Source: an optimization exercise on an open RTL-to-GDS flow (aim: small area, a short achievable clock period and few clock cycles per item). Production flows keep margins and buffers that such runs may drop.
Function was not checked in any run shown here: the RTL went through the layout flow alone.

## flow/design.v (module list and top-level ports; edited modules follow where they fit)
// module bcpg_csa: 349 lines
// module bcpg_csa_c: 387 lines
// module bcpg_cpa: 250 lines
// module bcpg_sub: 292 lines
// module bcpg_subi: 376 lines
// module bcpg_sub17: 309 lines
// module bcpg_qstep: 275 lines
// module cubic_bezier_point_generator: 201 lines
module cubic_bezier_point_generator
(
    input  logic clk,
    input  logic rst_n,
    input  logic in_valid,
    output logic in_ready,
    input  logic [127:0] in_data,
    output logic out_valid,
    input  logic out_ready,
    output logic [38:0]  out_data
);
  // ...
==> flow/run.sh <==
#!/bin/bash
# synth_recipe.tcl (not shown) runs the flow's synth.tcl, then flattens the netlist and writes it again
# the make line also repeats each setting of config.mk as NAME=value (left out here)
make -C /OpenROAD-flow-scripts/flow DESIGN_CONFIG=/design/flow/config.mk WORK_HOME=/design/flow/orfs CLKGATE_MAP_FILE= SYNTH_SCRIPT=/design/flow/synth_recipe.tcl finish
==> flow/config.mk <==
export PLATFORM = sky130hd
export DESIGN_NAME = cubic_bezier_point_generator
export DESIGN_NICKNAME = cubic_bezier_point_generator
export VERILOG_FILES = /design/flow/design.v
export SDC_FILE = /design/flow/constraint.sdc
export NUM_CORES = 4
export LEC_CHECK = 0
export ABC_CLOCK_PERIOD_IN_PS = 3000
export CAP_MARGIN = 20
export CORE_MARGIN = 2
export CORE_UTILIZATION = 60
export CTS_BUF_LIST = sky130_fd_sc_hd__clkbuf_16
export CTS_CLUSTER_DIAMETER = 100
export CTS_CLUSTER_SIZE = 25
export SETUP_SLACK_MARGIN = 5
export SLEW_MARGIN = 20
==> flow/constraint.sdc <==
create_clock -name core_clock -period 8.0 [get_ports {clk}]
set_input_delay 1.6000 -clock core_clock [delete_from_list [all_inputs] [get_ports {clk}]]
set_output_delay 1.6000 -clock core_clock [all_outputs]
set_load 0.01 [all_outputs]
==> notes.md, run 1 <==
Setup TNS Final 0 ps; Adder-Cell Fraction of Synth Area 21.4%; Setup crit end g_coord[1].d[0][12]; drt first pass iters 6; status no timing/DRC/antenna violations; synth cell count leaders edfxtp_1 (789), inv_1 (458), ha_1 (431), xnor2_1 (326), fa_1 (300); Well Taps 1165; worst setup path class in -> reg; largest net degree at the start of global routing 160; WL/cell around 19 um; arrival time at the worst endpoint 3460 ps; count of hold-fix buffers inserted at cts 0; seq_cells 837; top cell category multi-input gates; most common cell after layout, fill and taps aside edfxtp_1; largest area contributor in the netlist edfxtp_1; vias in the first global route between 30000 and 40000; Seq cells post-synth 837; Post-Syn Area 53300 um2; CP Launch Point in_data[100]; Row Count 109; delay-heaviest family, CP compound AO/OA/AOI/OAI gates; Compound-Gate Fraction of Synth Area 13.0%; total grt overflow 0; grt peak-use layer met2; worst r2r src g_coord[1].qh[0][0]; M1 WL 49500 um; diode count 1; antenna-violating nets left 0; Post-synth EDFFs 789; simple-gate share of the synthesized area 6.01%; core area 88200 um2; Synth area leaders edfxtp_1 (44%), fa_1 (11%), ha_1 (10%)
==> run 2, diff against run 1 <==
--- a/flow/config.mk
+++ b/flow/config.mk
@@ -5,6 +5,7 @@
 export SDC_FILE = /design/flow/constraint.sdc
 export NUM_CORES = 4
 export LEC_CHECK = 0
+export ABC_AREA = 1
 export ABC_CLOCK_PERIOD_IN_PS = 3000
 export CAP_MARGIN = 20
 export CORE_MARGIN = 2
==> notes.md, run 2 <==
Seq cells post-synth 837 (unchanged); Vias 39453; top_reg_cell synth edfxtp_1; final worst slack 5010 ps; max frequency 334 MHz; Tmin final ~3000 ps; CTS tree done; Post-Synthesis Cells ~5800; syn avg cell area 9.74 um2; DIE WIDTH 310 um; diode count 0 (-1); Hold Path Cell Cnt 0; post-synthesis sequential area ratio 43.9%; type of the worst min-delay path reg -> reg; syn_nets 6637; arrival time at the worst endpoint 3400 ps (-60 ps); CP Max Fanout 4; DP Wirelength 93600 um; Yosys top cell area share a little over two fifths; hold slack around 420 ps; RSZ-0062 raised after global routing yes; total CTS buffers 43; met2 GRT Util 44.6%; r2r endpoint g_coord[0].c_s0[7]; grt peak-use layer met2; library cells used by synthesis 46; Final Hold Viols 0; Post-Syn Area 56200 um2 (+5.4%); clock sinks 837; clock buffer depth 3; Synth area leaders edfxtp_1 (42%), fa_1 (11%), ha_1 (9.6%); Post-synth EDFFs 789 (unchanged); largest net degree at the start of global routing 183 (+14%); HP Start c_i[1]; first-pass GRT wire length 198000 um; final-stage net count between 6000 and 7000; vias per cell 5.47; DRC viols 0; most frequent cells in the layout nand2_1 (1230), inv_1 (969), edfxtp_1 (789); worst r2r src b_bc[7]; R2R depth 5; Root Driver clkbuf_16; largest area contributor in the netlist edfxtp_1; worst skew pair latency 650 ps; initial core utilization about three fifths; area grow syn2layout 9.36%; drt first pass iters 6 (unchanged); fillers 7565; WL/cell 17.4 um (-7.4%); final worst-path cycle share a little under two fifths; fraction of layout cells with a size suffix above 1 4.21%; Worst Path Required 8410 ps; GPL Wtd Cong between 0.8 and 0.9; synth cell count leaders nand2_1 (1246), inv_1 (962), edfxtp_1 (789), ha_1 (431), xor2_1 (336); most common cell after layout, fill and taps aside nand2_1; Row Count 112 (+2.8%); Clock transition at path regs approximately 100 ps; Final Routed Wirelength 126000 um; met3 Use GR 2.90%; Setup TNS Final 0 ps (unchanged); Startpoint Class primary input; initial antenna violation count 0; vias in the first global route 38431 (+16%); Ports 173; status no timing/DRC/antenna violations; CP endpoint kind flop; Worst Hold End d_i[1]; worst slew pin tran 1090 ps; antenna-violating nets left 0 (unchanged); Post-synth ARST share roughly 1.1%; core area 93000 um2 (+5.5%); gr usage total 26.0%; worst setup path class in -> reg; IO Port Bufs 172; drt first-iter violations 2930; Finished Core Util approximately two thirds; R2R Setup Slk between 5000 and 6000 ps; Die Footprint 96200 um2; total grt overflow 0 (unchanged); yosys warns 25; M1 GR Usage 34.9%; max_slew headroom 27.6%; final setup vio count 0; Die Height 310 um; pre-CTS WS 4220 ps; Max Cap Viol 0; Slew Limit Fails 0; worst clock skew between 20 and 25 ps; # H-tree levels 2; most numerous cell in the Yosys netlist nand2_1; biggest regs g_coord.d (102), g_coord.qh (102); count of hold-fix buffers inserted at cts 0 (unchanged)
[run 2: cell count changes after synthesis, sizes merged, moves of 97 or more]
| cell | change |
|---|---|
| xor2 | +176 |
| nand2 | +1045 |
| inv | +513 |
| xnor2 | -285 |
| nor2 | +97 |
| o22ai | +289 |
| nand3 | +259 |
| a22oi | -214 |
[run 2: per-stage QoR]
| step | instance area [um2] | cells |
|---|---|---|
| after floorplan | 56300 | 5774 |
| after global placement | 59200 | 7105 |
| after detailed placement | 59200 | 7105 |
| after CTS | 60800 | 7182 |
| after global routing | 61500 | 7212 |
| final | 61500 | 7212 |
[run 2: worst max path at each step]
| stage | from | endpoint | slack [ps] | depth (start not counted) |
|---|---|---|---|---|
| after floorplan | in_data[80] | g_coord[0].d[0][14] | 5000 | 11 |
| after detailed placement | in_data[48] | g_coord[0].d[1][14] | 4220 | 12 |
| after CTS | b_i[1] | g_coord[1].c_k1 | 4930 | 9 |
| after global routing | in_data[40] | g_coord[1].d[2][15] | 4880 | 11 |
| final | in_data[16] | g_coord[0].d[2][14] | 5010 | 12 |
| after global placement | in_data[48] | g_coord[0].d[1][14] | 4240 | 12 |
[run 2: repair_timing]
item                       in CTS  in global routing
setup endpoints to repair     262                360
buffers inserted                4                 22
pin swaps                       0                 11
gates resized for setup        91                122
cloned                          2                  8
[run 2: area by class of cell]
cell class	instances	area (um2)	share of cell area (%)
clock buffer	45	1130	1.83
timing repair buffer	231	2520	4.09
sequential	837	24700	40.2
inverter	972	3720	6.04
tap	1254	1570	2.55
clock inverter	26	215	0.350
timing repair inverter	3	21.3	0.0346
multi-input combinational	3844	27600	44.9
[run 2: worst max-delay path: stages]
cell             delay (ps)
clkdlybuf4s50_1         450
inv_1                    40
ha_2                    200
fa_2                    380
inv_2                    90
nand3_1                  80
nand2_2                 120
nand2_1                  60
nand2_1                 110
nand3_2                 100
nand3_1                 100
nand2_1                  60
[run 2: cells by family (layout without fill, tap and decap cells)]
group,Yosys count,count (layout),share of synthesized area (%)
flops,837,837,43.9
buf+inv,1093,1277,7.55
simple gates,1874,1874,13.5
xor+xnor,377,377,5.87
fa+ha+maj,731,731,20.3
mux,1,1,0.0200
compound gates,861,861,8.88
[run 2: layer usage]
| metal | share of wire, % | vias up | wire, um |
|---|---|---|---|
| met1 | 42 | 18604 | 53300 |
| li1 | - | 19485 | - |
| met2 | 49 | 1150 | 61300 |
| met3 | 5.6 | 214 | 7060 |
| met4 | 3.3 | 0 | 4190 |
| met5 | 0 | - | 0 |

-- static timing again, ports no longer ideal --
The results above use ideal ports. As a check the final layouts listed here were re-extracted and re-timed, cells and wires unchanged.
Step 1 sets driving cells, clkbuf_16 on the clock port and buf_2 on the other inputs (assumed; they add their load-dependent delay and slew).
Step 2, shift: input delay + t, output delay - t, t = (earliest + latest rising clock arrival at the registers) / 2. This alone moves slack from input paths to output paths.
a / b / c = no drivers / after step 1 / after step 2; a / b = the first two.
| run | t (ns) | setup WS [ns] | clock arrival spread, ns | slew at the worst register clock pin (ns) |
|---|---|---|---|---|
| run 1 | 0.678 | 4.915 / 4.920 / 4.258 | 0.037 / 0.036 | 0.11 / 0.11 |
| run 2 | 0.704 | 5.006 / 5.011 / 4.352 | 0.024 / 0.024 | 0.11 / 0.11 |
After both steps every run listed still meets setup and hold. For run 1, which loses most, drivers alone change the setup slack by +0.005 ns; drivers and shift together by -0.657 ns.
